This design comes from an exercise in tuning for small area, a short achievable clock period and few clock cycles per item on the open sky130 flow, not from production work.
At most, simulation tests tie the RTL to the original design; equivalence was not proved.

// ordered_dither_spiral_screen_unit
module ordered_dither_spiral_screen_unit (
    input  logic                          i_clk,
    input  logic                          i_rst_n,
    input  logic                          i_cfg_valid,
    output logic                          o_cfg_ready,
    input  logic [odss_pkg::SIDE_W-1:0]   i_cfg_data,     
    input  logic                          s_axis_tvalid,
    output logic                          s_axis_tready,
    input  logic [odss_pkg::IN_W-1:0]     s_axis_tdata,
    input  logic [0:0]                    s_axis_tuser,   
    output logic                          m_axis_tvalid,
    input  logic                          m_axis_tready,
    output logic [odss_pkg::OUT_W-1:0]    m_axis_tdata,
    output logic [0:0]                    m_axis_tuser    
);
    logic [4:0] r_cfg;           
    logic       w_beat;
    logic       w_pix_in;
    logic       w_pv;
    logic [3:0] w_pd;
    assign o_cfg_ready = 1'b1;
    always_ff @(posedge i_clk) begin
        if (!i_rst_n) begin
            r_cfg <= odss_pkg::SIDE_RESET;
        end else if (i_cfg_valid) begin
            if (i_cfg_data == '0) begin
                r_cfg <= 5'd1;
            end else if (i_cfg_data > 5'd16) begin
                r_cfg <= 5'd16;
            end else begin
                r_cfg <= i_cfg_data;
            end
        end
    end
    assign w_beat   = s_axis_tvalid && s_axis_tready;
    assign w_pix_in = w_beat && s_axis_tuser[0];
    odss_back u_back (
        .i_clk    (i_clk),
        .i_rst_n  (i_rst_n),
        .i_cfg    (r_cfg),
        .i_beat   (w_beat),
        .i_mode   (s_axis_tuser[0]),
        .i_data   (s_axis_tdata),
        .o_pv     (w_pv),
        .o_pd     (w_pd)
    );
    odss_front #(.QD(4)) u_out (
        .i_clk      (i_clk),
        .i_rst_n    (i_rst_n),
  ...
Settings: LEC_CHECK=0, ABC_AREA=1, CAP_MARGIN=20, CORE_MARGIN=2, CORE_UTILIZATION=55, PLACE_DENSITY=0.7, SLEW_MARGIN=20; clock period 10.0 ns.
standard.sh (not shown) runs the stock make flow with config.mk's settings and CLKGATE_MAP_FILE= SYNTH_SCRIPT=/design/flow/synth_recipe.tcl, a recipe that flattens the netlist after the stock synthesis.
==> flow/flow/run.sh <==
#!/bin/bash
set -euo pipefail
bash standard.sh SETUP_SLACK_MARGIN=5.8 \
    "BUFFER_PORTS_ARGS=-buffer_cell sky130_fd_sc_hd__buf_1" \
    "CTS_ARGS=-sink_clustering_enable -repair_clock_nets -dont_use_dummy_load -buf_list sky130_fd_sc_hd__clkbuf_8 -sink_clustering_size 25 -sink_clustering_max_diameter 50" \
    finish > layout.log 2>&1
The first run finished with timing, DRC and antenna clean.
Then changed:
--- a/flow/flow/run.sh
+++ b/flow/flow/run.sh
@@ -3 +3 @@
-bash standard.sh SETUP_SLACK_MARGIN=5.8 \
+bash standard.sh SETUP_SLACK_MARGIN=6.0 \
Effect: Area after synthesis does not change; worst hold slack gets better by 0.022 ns; worst setup slack improves by 0.11 ns; global-route usage rises by 0.55 points; die area stays the same; routed wire length rose by about 3.5%; core utilization rises by 2.1 points; via count grows by 1.3%.
No run of this note included a check of the RTL's function; only the layout flow was run.


ordered_dither_spiral_screen_unit, a different RTL version from the one above (not shown whole).
Size: about 2500 cells after synthesis, ~270 flip-flops.
## ordered_dither_spiral_screen_unit
module ordered_dither_spiral_screen_unit (
    input  logic                          i_clk,
    input  logic                          i_rst_n,
    input  logic                          i_cfg_valid,
    output logic                          o_cfg_ready,
    input  logic [odss_pkg::SIDE_W-1:0]   i_cfg_data,     
    input  logic                          s_axis_tvalid,
    output logic                          s_axis_tready,
    input  logic [odss_pkg::IN_W-1:0]     s_axis_tdata,
    input  logic [0:0]                    s_axis_tuser,   
    output logic                          m_axis_tvalid,
    input  logic                          m_axis_tready,
    output logic [odss_pkg::OUT_W-1:0]    m_axis_tdata,
    output logic [0:0]                    m_axis_tuser    
);
clock: 10.0 ns
lec_check: 0
abc_area: 1
cap_margin: 20
core_margin: 2
core_utilization: 55
place_density: 0.7
slew_margin: 20
==> flow/flow/run.sh <==
#!/bin/bash
set -euo pipefail
bash standard.sh SETUP_SLACK_MARGIN=6.2 \
    "BUFFER_PORTS_ARGS=-buffer_cell sky130_fd_sc_hd__buf_1" \
    "CTS_ARGS=-sink_clustering_enable -repair_clock_nets -dont_use_dummy_load -buf_list sky130_fd_sc_hd__clkbuf_8 -sink_clustering_size 25 -sink_clustering_max_diameter 50" \
    finish > layout.log 2>&1
The starting point finished with timing, DRC and antenna clean.
Testbench counts at the start, summed over its fixed seeds: cycles 13,195, items 12,795.
Change:
--- a/flow/flow/run.sh
+++ b/flow/flow/run.sh
@@ -2,3 +2,3 @@
 set -euo pipefail
-bash standard.sh SETUP_SLACK_MARGIN=6.2 \
+bash standard.sh SETUP_SLACK_MARGIN=6.0 \
     "BUFFER_PORTS_ARGS=-buffer_cell sky130_fd_sc_hd__buf_1" \
- CAP_MARGIN: 20 -> 10
- SLEW_MARGIN: 20 -> 10
Result: Synthesized cell count stays the same. Synthesized area is unchanged. Setup slack gets better by 0.049 ns. Global-route usage went down by 0.26 points. Cell area is lower by 2.4%. Core utilization shrinks by 1.5 points.
Change:
- CAP_MARGIN: 10 -> 20
- CORE_UTILIZATION: 55 -> 50
- PLACE_DENSITY: 0.7 -> 0.65
- SLEW_MARGIN: 10 -> 20
The new run completed without violations.
Clock-buffer cell count fell by 2.
Cell area rose by 0.71%.
Worst hold slack gets worse by 0.036 ns.


build 3:
ordered_dither_spiral_screen_unit again, from the RTL that the note above started with.
==> flow/config.mk <==
export PLATFORM = sky130hd
export DESIGN_NAME = ordered_dither_spiral_screen_unit
export DESIGN_NICKNAME = ordered_dither_spiral_screen_unit
export VERILOG_FILES = /design/flow/design.v
export SDC_FILE = /design/flow/constraint.sdc
export NUM_CORES = 4
export LEC_CHECK = 0
export ABC_AREA = 1
export CAP_MARGIN = 20
export CORE_MARGIN = 2
export CORE_UTILIZATION = 55
export GPL_ROUTABILITY_DRIVEN = 0
export PLACE_DENSITY = 0.7
export SLEW_MARGIN = 20
==> flow/constraint.sdc <==
create_clock -name core_clock -period 10.0 [get_ports {i_clk}]
set_input_delay 2.0000 -clock core_clock [delete_from_list [all_inputs] [get_ports {i_clk}]]
set_output_delay 2.0000 -clock core_clock [all_outputs]
set_load 0.01 [all_outputs]
==> flow/flow/run.sh <==
#!/bin/bash
set -euo pipefail
bash standard.sh SETUP_SLACK_MARGIN=6.0 \
    "BUFFER_PORTS_ARGS=-buffer_cell sky130_fd_sc_hd__buf_1" \
    "CTS_ARGS=-sink_clustering_enable -repair_clock_nets -dont_use_dummy_load -buf_list sky130_fd_sc_hd__clkbuf_8 -sink_clustering_size 25 -sink_clustering_max_diameter 50" \
    finish > layout.log 2>&1
Build 3: PASS, flow complete, no timing, DRC or antenna violations
Testbench counts of build 3, summed over its fixed seeds: cycles 13,195, items 12,795.
Modified inputs, build 50 compared to build 3
==> flow/config.mk <==
export PLATFORM = sky130hd
export DESIGN_NAME = ordered_dither_spiral_screen_unit
export DESIGN_NICKNAME = ordered_dither_spiral_screen_unit
export VERILOG_FILES = /design/flow/design.v
export SDC_FILE = /design/flow/constraint.sdc
export NUM_CORES = 4
export LEC_CHECK = 0
export ABC_CLOCK_PERIOD_IN_PS = 4000
export CAP_MARGIN = 20
export CORE_MARGIN = 2
export CORE_UTILIZATION = 55
export PLACE_DENSITY = 0.7
export SLEW_MARGIN = 20
## What came out
- Result: PASS for each of build 50 and build 3
- Summary: with build 3 as the reference, non-clock buffer count in build 50 moved up by more than a quarter.
- Final routed wire length divided by cell count (build 50 vs. build 3) increases by more than 10%
- Die area | build 50 > build 3
- The capturing element of the worst setup path comes out u_back.r2_ph[2][5] in one run and u_back.r2_ph[1][6] in the other, namely in build 50 and build 3 respectively.
For build 91, these inputs were changed with respect to build 50:
-- flow/config.mk --
<<< build 50, line 6
export NUM_CORES = 4
export LEC_CHECK = 0
export ABC_CLOCK_PERIOD_IN_PS = 4000
export CAP_MARGIN = 20
export CORE_MARGIN = 2
>>> build 91, line 6
export NUM_CORES = 4
export LEC_CHECK = 0
export ABC_AREA = 1
export CAP_MARGIN = 20
export CORE_MARGIN = 2
## What came out
Wire: build 91 routes less than build 50
Of build 50 and build 91, the run reporting the higher total met3 wirelength after detailed routing was build 91.
Taking build 50 as the reference, in build 91 worst hold slack after final layout dropped 20 ps, share of the cycle needed by the critical path after routing dropped 5.3 points, share of the synthesized area in compound gates (AO/OA/AOI/OAI) dropped 4.8 points, register area dropped about 0.5%.


Starting RTL as in the previous note.
clock: 10.0 ns
lec_check: 0
abc_area: 1
cap_margin: 20
core_margin: 2
core_utilization: 55
place_density: 0.7
setup_slack_margin: 5
slew_margin: 20
run.sh (not shown) runs the stock make flow with config.mk's settings and CLKGATE_MAP_FILE= SYNTH_SCRIPT=/design/flow/synth_recipe.tcl, a recipe that flattens the netlist after the stock synthesis.
Stock flow here: none of the scripts above is used.
Testbench counts at the start, summed over its fixed seeds: cycles 13,195, items 12,795.
Change:
==> flow/flow/run.sh (new file) <==
#!/bin/bash
set -euo pipefail
bash standard.sh SETUP_SLACK_MARGIN=5.6 \
    "BUFFER_PORTS_ARGS=-buffer_cell sky130_fd_sc_hd__buf_1" \
    "CTS_ARGS=-sink_clustering_enable -repair_clock_nets -dont_use_dummy_load" \
    finish > layout.log 2>&1
==> flow/standard.sh (new file) <==
#!/bin/bash
# synth_recipe.tcl (not shown) runs the flow's synth.tcl, then flattens the netlist and writes it again
# the make line also repeats each setting of config.mk as NAME=value (left out here)
make -C /OpenROAD-flow-scripts/flow DESIGN_CONFIG=/design/flow/config.mk WORK_HOME=/design/flow/orfs CLKGATE_MAP_FILE= SYNTH_SCRIPT=/design/flow/synth_recipe.tcl "${@:-finish}"
- SETUP_SLACK_MARGIN: 5 -> default
removed: flow/run.sh
The new run went through all stages and came out clean.
Die area does not change.
Wire length barely changes.
Synthesized area stays the same.
Worst setup slack is better by 0.52 ns.
Change:
==> flow/flow/run.sh (replaced) <==
#!/bin/bash
set -euo pipefail
bash standard.sh SETUP_SLACK_MARGIN=6.0 \
    "BUFFER_PORTS_ARGS=-buffer_cell sky130_fd_sc_hd__buf_1" \
    "CTS_ARGS=-sink_clustering_enable -repair_clock_nets -dont_use_dummy_load -buf_list sky130_fd_sc_hd__clkbuf_8 -sink_clustering_size 25 -sink_clustering_max_diameter 50" \
    finish > layout.log 2>&1
What happened:
- clock-buffer cell count is unchanged
Change:
- CAP_MARGIN: 20 -> 0
- SLEW_MARGIN: 20 -> 0
Synthesized cell count stays the same.
Hold slack stays the same.
Synthesized area stays the same.
Worst setup slack is unchanged.
Fmax does not change.
Clock-buffer cell count is unchanged.

separate check: timing with driven ports:
The results above use ideal ports. As a check the final layouts listed here were re-extracted and re-timed, cells and wires unchanged. Step 1, drivers: a clkbuf_16 drives i_clk and a buf_2 each remaining input, both assumed. Step 2 adds t to the input delays and takes it off the output delays; t is the mean of the earliest and latest rising clock arrival at the registers after step 1. Input paths then give back, and output paths get back, about the clock's delay inside the block. a / b / c = no drivers / after step 1 / after step 2; a / b = the first two.
run | t (ns) | slack for setup (ns) | worst setup path at the end | latest minus earliest clock arrival (ns) | worst slew at a driven data input, ns
the first run of note 1 | 0.633 | 5.843 / 5.843 / 5.843 | register to register | 0.078 / 0.078 | 0.04
the second run of note 1 | 0.629 | 5.952 / 5.952 / 5.952 | register to register | 0.091 / 0.091 | 0.04
the first run of note 2 | 0.656 | 6.049 / 6.049 / 6.027 | input to register | 0.074 / 0.074 | 0.03
the second run of note 2 | 0.640 | 6.098 / 6.098 / 6.057 | input to register | 0.078 / 0.078 | 0.03
the third run of note 2 | 0.631 | 6.062 / 6.062 / 6.041 | input to register | 0.078 / 0.078 | 0.04
build 3 | 0.609 | 6.037 / 6.037 / 6.037 | register to register | 0.101 / 0.101 | 0.04
build 50 | 0.627 | 5.565 / 5.565 / 5.565 | register to register | 0.081 / 0.081 | 0.07
build 91 | 0.640 | 6.098 / 6.098 / 6.057 | input to register | 0.078 / 0.078 | 0.03
the first run of note 4 | 0.603 | 5.286 / 5.286 / 5.286 | register to register | 0.019 / 0.019 | 0.04
the second run of note 4 | 0.591 | 5.803 / 5.803 / 5.803 | register to register | 0.023 / 0.023 | 0.03
the third run of note 4 | 0.640 | 6.098 / 6.098 / 6.057 | input to register | 0.078 / 0.078 | 0.03
the fourth run of note 4 | 0.640 | 6.098 / 6.098 / 6.057 | input to register | 0.078 / 0.078 | 0.03
After both steps setup and hold are still met in every run listed.
